Context: an optimization exercise on an open-source flow, tuned for small area, a short achievable clock period and few clock cycles. The choices shown serve that exercise and are no tape-out recipe.
In this exercise RTL edits were held to simulation tests only and were not proved equivalent to the original.
No activity file was given, so power comes from the tool's default toggle rates.

==> 12-04: inputs <==
==> flow/design.v <==
`default_nettype none
package sau_pkg;
    localparam int WORD_W   = 32;
    localparam int MODE_W   = 3;
    localparam int STATUS_W = 3;
    localparam int DEPTH_W  = 7;
    localparam logic [MODE_W-1:0] MODE_NOP  = 3'd0;
    localparam logic [MODE_W-1:0] MODE_PUSH = 3'd1;
    localparam logic [MODE_W-1:0] MODE_SWAP = 3'd2;
    localparam logic [MODE_W-1:0] MODE_ADD  = 3'd3;
    localparam logic [MODE_W-1:0] MODE_SUB  = 3'd4;
    localparam logic [MODE_W-1:0] MODE_DIV  = 3'd5;
    localparam logic [STATUS_W-1:0] STAT_OK      = 3'd0;
    localparam logic [STATUS_W-1:0] STAT_SHORT   = 3'd1;
    localparam logic [STATUS_W-1:0] STAT_DIVZERO = 3'd2;
    localparam logic [STATUS_W-1:0] STAT_FULL    = 3'd3;
    localparam logic [STATUS_W-1:0] STAT_HALTED  = 3'd4;
    typedef enum logic [2:0] {
        ST_IDLE,
        ST_EXEC,
        ST_SWAP2,
        ST_DIVW,
        ST_RESP
    } sau_state_t;
endpackage
`default_nettype wire
`default_nettype none
module sau_ram #(
    parameter int WIDTH = 32,
    parameter int DEPTH = 62
) (
    input  wire logic             clk,
    input  wire logic             we,
    input  wire logic [6:0]       cnt,
    input  wire logic [WIDTH-1:0] wdata,
    output logic      [WIDTH-1:0] rdata
);
    logic [DEPTH*WIDTH-1:0] mem_q;
    always_ff @(posedge clk)
    begin
        for (int j = 0; j < DEPTH; j++)
        begin
            if (we && (cnt == 7'(j + 2)))
            begin
                mem_q[j*WIDTH +: WIDTH] <= wdata;
            end
        end
    end
    always_comb
    begin
        rdata = '0;
        for (int j = 0; j < DEPTH; j++)
        begin
            rdata = rdata | ({WIDTH{cnt == 7'(j + 3)}} & mem_q[j*WIDTH +: WIDTH]);
        end
    end
endmodule
`default_nettype wire
`default_nettype none
import sau_pkg::*;
module sau_div (
    input  wire logic                       clk,
    input  wire logic                       rst_n,
    input  wire logic                       start,
    input  wire logic [sau_pkg::WORD_W-1:0] num,
    input  wire logic [sau_pkg::WORD_W-1:0] den,
    input  wire logic                       qbit,
    output logic                            busy,
    output logic                            shift,
    output logic                            step,
    output logic                            done,
    output logic      [4:0]                 shamt,
    output logic      [sau_pkg::WORD_W-1:0] quot,
    output logic      [sau_pkg::WORD_W-1:0] num_abs,
    output logic      [sau_pkg::WORD_W-1:0] den_abs
);
    function automatic logic [31:0] or_below(input logic [31:0] x);
        logic [31:0] t;
        t = x;
        for (int d = 1; d < 32; d = d * 2)
            t = t | (t << d);
        or_below = t << 1;
    endfunction
    function automatic logic [5:0] abs_msb(input logic [31:0] x);
        logic [31:0] y;
        logic [31:0] hi;
        logic [31:0] h;
        logic [31:0] zl;
        logic [31:0] ha;
        logic [4:0]  pos;
        y = x ^ {32{x[31]}};
        hi = y;
        for (int d = 1; d < 32; d = d * 2)
            hi = hi | (hi >> d);
        hi = hi >> 1;
        h = y & ~hi;
        zl = ~or_below(x);
        ha[0] = (h[0] & ~(x[31] & zl[0])) | (x[31] & ~|y);
        for (int i = 1; i < 32; i++)
            ha[i] = (h[i] & ~(x[31] & zl[i])) | (h[i-1] & x[31] & zl[i-1]);
        pos = '0;
        for (int i = 0; i < 32; i++) if (ha[i]) pos = pos | 5'(i);
        abs_msb = {~|x, pos};
    endfunction
    function automatic logic [31:0] abs_val(input logic [31:0] x);
        abs_val = x ^ ({32{x[31]}} & or_below(x));
    endfunction
    logic [1:0]  ph_reg;
    logic [4:0]  pn_reg, pd_reg;
    logic        nz_reg;
    logic        neg_reg;
    logic [4:0]  it_reg;
    logic [30:0] q_reg;
    logic [5:0]  sdiff;
    logic        qzero;
    logic [31:0] nzl;
    logic [5:0]  msb_n, msb_d;
    assign num_abs = abs_val(num);
    assign den_abs = abs_val(den);
    assign msb_n = abs_msb(num);
    assign msb_d = abs_msb(den);
    assign sdiff = {1'b0, pn_reg} - {1'b0, pd_reg};
    assign qzero = nz_reg | sdiff[5];
    assign shamt = sdiff[4:0];
    assign shift = (ph_reg == 2'd1);
    assign step  = (ph_reg == 2'd2);
    assign busy  = shift | step;
    assign done  = (shift & qzero) | (step & (it_reg == 5'd0));
    always_ff @(posedge clk or negedge rst_n)
    begin
        if (!rst_n)
        begin
            ph_reg <= 2'd0;
        end
        else if (start)
        begin
            ph_reg <= 2'd1;
        end
        else if (done)
        begin
            ph_reg <= 2'd0;
        end
        else if (shift)
        begin
            ph_reg <= 2'd2;
        end
    end
    always_ff @(posedge clk)
    begin
        if (start)
        begin
            nz_reg  <= msb_n[5];
            pn_reg  <= msb_n[4:0];
            pd_reg  <= msb_d[4:0];
            neg_reg <= num[31] ^ den[31];
        end
        if (shift)
        begin
            it_reg <= sdiff[4:0];
            q_reg  <= '0;
        end
        else if (step)
        begin
            it_reg <= it_reg - 5'd1;
            q_reg  <= {q_reg[29:0], qbit};
        end
    end
    assign nzl = or_below({1'b0, q_reg});
    always_comb
    begin
        quot[0] = qbit;
        for (int i = 1; i < 32; i++)
        begin
            if (!neg_reg)
                quot[i] = q_reg[i-1];
            else if (qbit)
                quot[i] = ~q_reg[i-1];
            else
                quot[i] = q_reg[i-1] ^ nzl[i-1];
        end
        if (shift)
            quot = '0;
    end
endmodule
`default_nettype wire
`default_nettype none
import sau_pkg::*;
module stack_arith_unit #(
    parameter int STACK_DEPTH = 64
) (
    input  wire logic        clk,
    input  wire logic        rst_n,
    input  wire logic        s_tvalid,
    output logic             s_tready,
    input  wire logic [31:0] s_tdata,    
    input  wire logic [2:0]  s_tuser,    
    output logic             m_tvalid,
    input  wire logic        m_tready,
    output logic      [47:0] m_tdata     
);
    logic                in_valid_reg;
    logic [MODE_W-1:0]   in_op_reg;
    logic [WORD_W-1:0]   in_data_reg;
    logic [WORD_W-1:0]   top_reg, top_next;
    logic [WORD_W-1:0]   sec_reg, sec_next;
    logic                sec_hi_reg, sec_hi_next;
    logic [DEPTH_W-1:0]  cnt_reg, cnt_next;
    logic                halted_reg;
    logic [STATUS_W-1:0] status_reg;
    logic                st_valid_reg;
    logic                skid_valid_reg;
    logic [41:0]         skid_reg;
    logic                op_push, op_swap, op_arith, op_div, op_bin;
    logic                full, short_stk, top_zero;
    logic                x_push, x_swap, x_arith, x_div;
    logic [STATUS_W-1:0] st_code;
    logic                adv, commit, skid_load;
    logic                sub_m;
    logic [33:0]         add_full;
    logic [32:0]         res;
    logic [WORD_W-1:0]   abs_top, abs_sec;
    logic [WORD_W-1:0]   mem_rdata;
    logic                div_busy, div_shift, div_step, div_done;
    logic [4:0]          div_shamt;
    logic [WORD_W-1:0]   div_quot;
    assign op_push   = (in_op_reg == MODE_PUSH);
    assign op_swap   = (in_op_reg == MODE_SWAP);
    assign op_arith  = (in_op_reg == MODE_ADD) || (in_op_reg == MODE_SUB);
    assign op_div    = (in_op_reg == MODE_DIV);
    assign op_bin    = op_swap || op_arith || op_div;
    assign full      = cnt_reg[6];
    assign short_stk = ~|cnt_reg[6:1];
    assign top_zero  = ~|top_reg;
    assign x_push    = !halted_reg && op_push && !full;
    assign x_swap    = !halted_reg && op_swap && !short_stk;
    assign x_arith   = !halted_reg && op_arith && !short_stk;
    assign x_div     = !halted_reg && op_div && !short_stk && !top_zero;
    always_comb
    begin
        if (halted_reg)
            st_code = STAT_HALTED;
        else if (op_push && full)
            st_code = STAT_FULL;
        else if (op_bin && short_stk)
            st_code = STAT_SHORT;
        else if (op_div && top_zero)
            st_code = STAT_DIVZERO;
        else
            st_code = STAT_OK;
    end
    assign adv       = in_valid_reg && !skid_valid_reg && !div_busy;
    assign commit    = (adv && !x_div) || div_done;
    assign skid_load = adv && st_valid_reg && !m_tready;
    assign s_tready  = !in_valid_reg || (!skid_valid_reg && !div_busy);
    assign sub_m    = div_busy ? !sec_hi_reg : in_op_reg[2];
    assign add_full = {sec_hi_reg, sec_reg, 1'b1} +
                      {sub_m, top_reg ^ {WORD_W{sub_m}}, sub_m};
    assign res      = add_full[33:1];
    sau_ram #(
        .WIDTH(WORD_W),
        .DEPTH(STACK_DEPTH - 2)
    ) u_stack_ram (
        .clk   (clk),
        .we    (op_push),
        .cnt   (cnt_reg),
        .wdata (sec_reg),
        .rdata (mem_rdata)
    );
    sau_div u_div (
        .clk   (clk),
        .rst_n (rst_n),
        .start (adv && x_div),
        .num   (sec_reg),
        .den   (top_reg),
        .qbit  (!res[32]),
        .busy  (div_busy),
        .shift (div_shift),
        .step  (div_step),
        .done  (div_done),
        .shamt (div_shamt),
        .quot  (div_quot),
        .num_abs (abs_sec),
        .den_abs (abs_top)
    );
    always_comb
    begin
        top_next    = top_reg;
        sec_next    = sec_reg;
        sec_hi_next = sec_hi_reg;
        cnt_next    = cnt_reg;
        if (adv)
        begin
            if (x_push)
            begin
                top_next = in_data_reg;
                sec_next = top_reg;
                cnt_next = cnt_reg + 7'd1;
            end
            else if (x_swap)
            begin
                top_next = sec_reg;
                sec_next = top_reg;
            end
            else if (x_arith)
            begin
                top_next = res[31:0];
                sec_next = mem_rdata;
                cnt_next = cnt_reg - 7'd1;
            end
            else if (x_div)
            begin
                top_next    = abs_top;
                sec_next    = abs_sec;
                sec_hi_next = 1'b0;
            end
        end
        else if (div_done)
        begin
            top_next = div_quot;
            sec_next = mem_rdata;
            cnt_next = cnt_reg - 7'd1;
        end
        else if (div_shift)
        begin
            top_next = top_reg << div_shamt;
        end
        else if (div_step)
        begin
            top_next    = top_reg >> 1;
            sec_next    = res[31:0];
            sec_hi_next = res[32];
        end
    end
    always_ff @(posedge clk or negedge rst_n)
    begin
        if (!rst_n)
        begin
            in_valid_reg   <= 1'b0;
            top_reg        <= '0;
            cnt_reg        <= '0;
            halted_reg     <= 1'b0;
            st_valid_reg   <= 1'b0;
            skid_valid_reg <= 1'b0;
        end
        else
        begin
            if (s_tready)
            begin
                in_valid_reg <= s_tvalid;
            end
            top_reg <= top_next;
            cnt_reg <= cnt_next;
            if (adv && (st_code != STAT_OK))
            begin
                halted_reg <= 1'b1;
            end
            if (commit)
            begin
                st_valid_reg <= 1'b1;
            end
            else if (adv || (m_tready && !skid_valid_reg))
            begin
                st_valid_reg <= 1'b0;
            end
            if (skid_valid_reg)
            begin
                skid_valid_reg <= !m_tready;
            end
            else
            begin
                skid_valid_reg <= skid_load;
            end
        end
    end
    always_ff @(posedge clk)
    begin
        if (s_tready)
        begin
            in_op_reg   <= s_tuser;
            in_data_reg <= s_tdata;
        end
        sec_reg    <= sec_next;
        sec_hi_reg <= sec_hi_next;
        if (commit)
        begin
            status_reg <= div_done ? STAT_OK : st_code;
        end
        if (skid_load)
        begin
            skid_reg <= {cnt_reg, top_reg, status_reg};
        end
    end
    assign m_tvalid = skid_valid_reg || st_valid_reg;
    assign m_tdata  = {6'b0, skid_valid_reg ? skid_reg : {cnt_reg, top_reg, status_reg}};
endmodule
`default_nettype wire
==> flow/run.sh <==
#!/bin/bash
# synth_recipe.tcl (not shown) runs the flow's synth.tcl, then flattens the netlist and writes it again
# the make line also repeats each setting of config.mk as NAME=value (left out here)
make -C /OpenROAD-flow-scripts/flow DESIGN_CONFIG=/design/flow/config.mk WORK_HOME=/design/flow/orfs CLKGATE_MAP_FILE= SYNTH_SCRIPT=/design/flow/synth_recipe.tcl finish
==> flow/config.mk <==
export PLATFORM = sky130hd
export DESIGN_NAME = stack_arith_unit
export DESIGN_NICKNAME = stack_arith_unit
export VERILOG_FILES = /design/flow/design.v
export SDC_FILE = /design/flow/constraint.sdc
export NUM_CORES = 4
export LEC_CHECK = 0
export ABC_CLOCK_PERIOD_IN_PS = 2500
export CAP_MARGIN = 20
export CORE_MARGIN = 2
export CORE_UTILIZATION = 40
export SETUP_SLACK_MARGIN = 5
export SLEW_MARGIN = 20
export TNS_END_PERCENT = 100
==> flow/constraint.sdc <==
create_clock -name core_clock -period 8.0 [get_ports {clk}]
set_input_delay 1.6000 -clock core_clock [delete_from_list [all_inputs] [get_ports {clk}]]
set_output_delay 1.6000 -clock core_clock [all_outputs]
set_load 0.01 [all_outputs]
==> inputs of 12-18, as changes to 12-04 <==
--- a/flow/design.v
+++ b/flow/design.v
@@ -71,15 +71,6 @@
     output logic                            done,
     output logic      [4:0]                 shamt,
-    output logic      [sau_pkg::WORD_W-1:0] quot,
-    output logic      [sau_pkg::WORD_W-1:0] num_abs,
-    output logic      [sau_pkg::WORD_W-1:0] den_abs
+    output logic      [sau_pkg::WORD_W-1:0] quot
 );
-    function automatic logic [31:0] or_below(input logic [31:0] x);
-        logic [31:0] t;
-        t = x;
-        for (int d = 1; d < 32; d = d * 2)
-            t = t | (t << d);
-        or_below = t << 1;
-    endfunction
     function automatic logic [5:0] abs_msb(input logic [31:0] x);
         logic [31:0] y;
@@ -90,10 +81,9 @@
         logic [4:0]  pos;
         y = x ^ {32{x[31]}};
-        hi = y;
-        for (int d = 1; d < 32; d = d * 2)
-            hi = hi | (hi >> d);
-        hi = hi >> 1;
+        hi[31] = 1'b0;
+        for (int i = 30; i >= 0; i--) hi[i] = hi[i+1] | y[i+1];
         h = y & ~hi;
-        zl = ~or_below(x);
+        zl[0] = 1'b1;
+        for (int i = 1; i < 32; i++) zl[i] = zl[i-1] & ~x[i-1];
         ha[0] = (h[0] & ~(x[31] & zl[0])) | (x[31] & ~|y);
         for (int i = 1; i < 32; i++)
@@ -103,7 +93,4 @@
         abs_msb = {~|x, pos};
     endfunction
-    function automatic logic [31:0] abs_val(input logic [31:0] x);
-        abs_val = x ^ ({32{x[31]}} & or_below(x));
-    endfunction
     logic [1:0]  ph_reg;
     logic [4:0]  pn_reg, pd_reg;
@@ -114,8 +101,6 @@
     logic [5:0]  sdiff;
     logic        qzero;
-    logic [31:0] nzl;
+    logic [30:0] zl;
     logic [5:0]  msb_n, msb_d;
-    assign num_abs = abs_val(num);
-    assign den_abs = abs_val(den);
     assign msb_n = abs_msb(num);
     assign msb_d = abs_msb(den);
@@ -166,5 +151,9 @@
         end
     end
-    assign nzl = or_below({1'b0, q_reg});
+    always_comb
+    begin
+        zl[0] = 1'b1;
+        for (int i = 1; i < 31; i++) zl[i] = zl[i-1] & ~q_reg[i-1];
+    end
     always_comb
     begin
@@ -177,5 +166,5 @@
                 quot[i] = ~q_reg[i-1];
             else
-                quot[i] = q_reg[i-1] ^ nzl[i-1];
+                quot[i] = q_reg[i-1] ^ ~zl[i-1];
         end
         if (shift)
@@ -257,4 +246,6 @@
                       {sub_m, top_reg ^ {WORD_W{sub_m}}, sub_m};
     assign res      = add_full[33:1];
+    assign abs_top  = top_reg[31] ? (WORD_W'(0) - top_reg) : top_reg;
+    assign abs_sec  = sec_reg[31] ? (WORD_W'(0) - sec_reg) : sec_reg;
     sau_ram #(
         .WIDTH(WORD_W),
@@ -262,5 +253,5 @@
     ) u_stack_ram (
         .clk   (clk),
-        .we    (op_push),
+        .we    (adv && x_push),
         .cnt   (cnt_reg),
         .wdata (sec_reg),
@@ -279,7 +270,5 @@
         .done  (div_done),
         .shamt (div_shamt),
-        .quot  (div_quot),
-        .num_abs (abs_sec),
-        .den_abs (abs_top)
+        .quot  (div_quot)
     );
     always_comb
Settings changed: ABC_CLOCK_PERIOD_IN_PS 2500 to not set, SETUP_SLACK_MARGIN 5 to not set, TNS_END_PERCENT 100 to not set.
==> results.txt <==
quantity                                                                  12-04           12-18
Status                                                           finished clean  finished clean
Starting utilization of the core area                                    40.22%          40.15%
Total Die Area                                                       0.2297 mm²      0.2315 mm²
Netlist Area Pre-Place                                              0.09037 mm²     0.09107 mm²
Power share of the sequential group                                       29.3%           35.6%
Area added between synthesis and finish                                  29.58%          14.83%
Adder and majority gate portion of the synthesized area                 0.7698%          1.187%
Number of cells upsized or downsized after cts                            1,166               0
Average detailed-routed wire length per instance                       42.42 µm        40.27 µm
Pleak                                                                0.03997 µW      0.03396 µW
Number of placement rows                                                    174             175
Measured slew at the worst slew-check pin                              1.179 ns        1.306 ns
Buffering stage count on the worst path with inverters included               4               1
Global-route wire length before repair                               557,400 µm      521,800 µm
Clock skew                                                           0.09404 ns       0.1388 ns
Non-Filler Instances                                                     10,150           9,717
Share of the final layout cell area in multi-input gates                 24.20%          23.56%
Number of non-clock inverters in the layout                                  61              84
Simple-gate share of the synthesized area                                7.896%          8.522%
Initial DRC Count                                                        15,410          12,230
Number of tapcells                                                        2,992           3,009
Worst-case headroom to the max-slew limit                                21.39%          12.92%
Compound-gate portion of the synthesized area                            13.09%          13.01%
Vertical die dimension                                                 479.3 µm        481.2 µm
Testbench counts of 12-04, summed over its fixed seeds: cycles 35,812.
Testbench counts of 12-18, summed over its fixed seeds: cycles 35,812.

[static timing again, ports no longer ideal]
How much do the figures lean on ideal ports? The routed layouts below were timed once more, with nothing changed but the port constraints.
Step 1: set_driving_cell puts a clkbuf_16 on clk and a buf_2 on each other input, an assumption about the parent block.
Step 2 moves the port delays by t, midway between the first and last clock arrival at a register: inputs arrive t later, outputs are due t later. That takes back most of the time a late clock gives input paths.
Slacks: no drivers / after step 1 / after step 2; pairs: no drivers / after step 1.
| run | t (ns) | slack for setup (ns) | latest minus earliest clock arrival (ns) |
|---|---|---|---|
| 12-04 | 0.978 | 3.940 / 3.940 / 3.940 | 0.109 / 0.109 |
| 12-18 | 0.967 | 1.052 / 1.052 / 1.052 | 0.139 / 0.139 |
After both steps setup and hold are still met in every run listed.
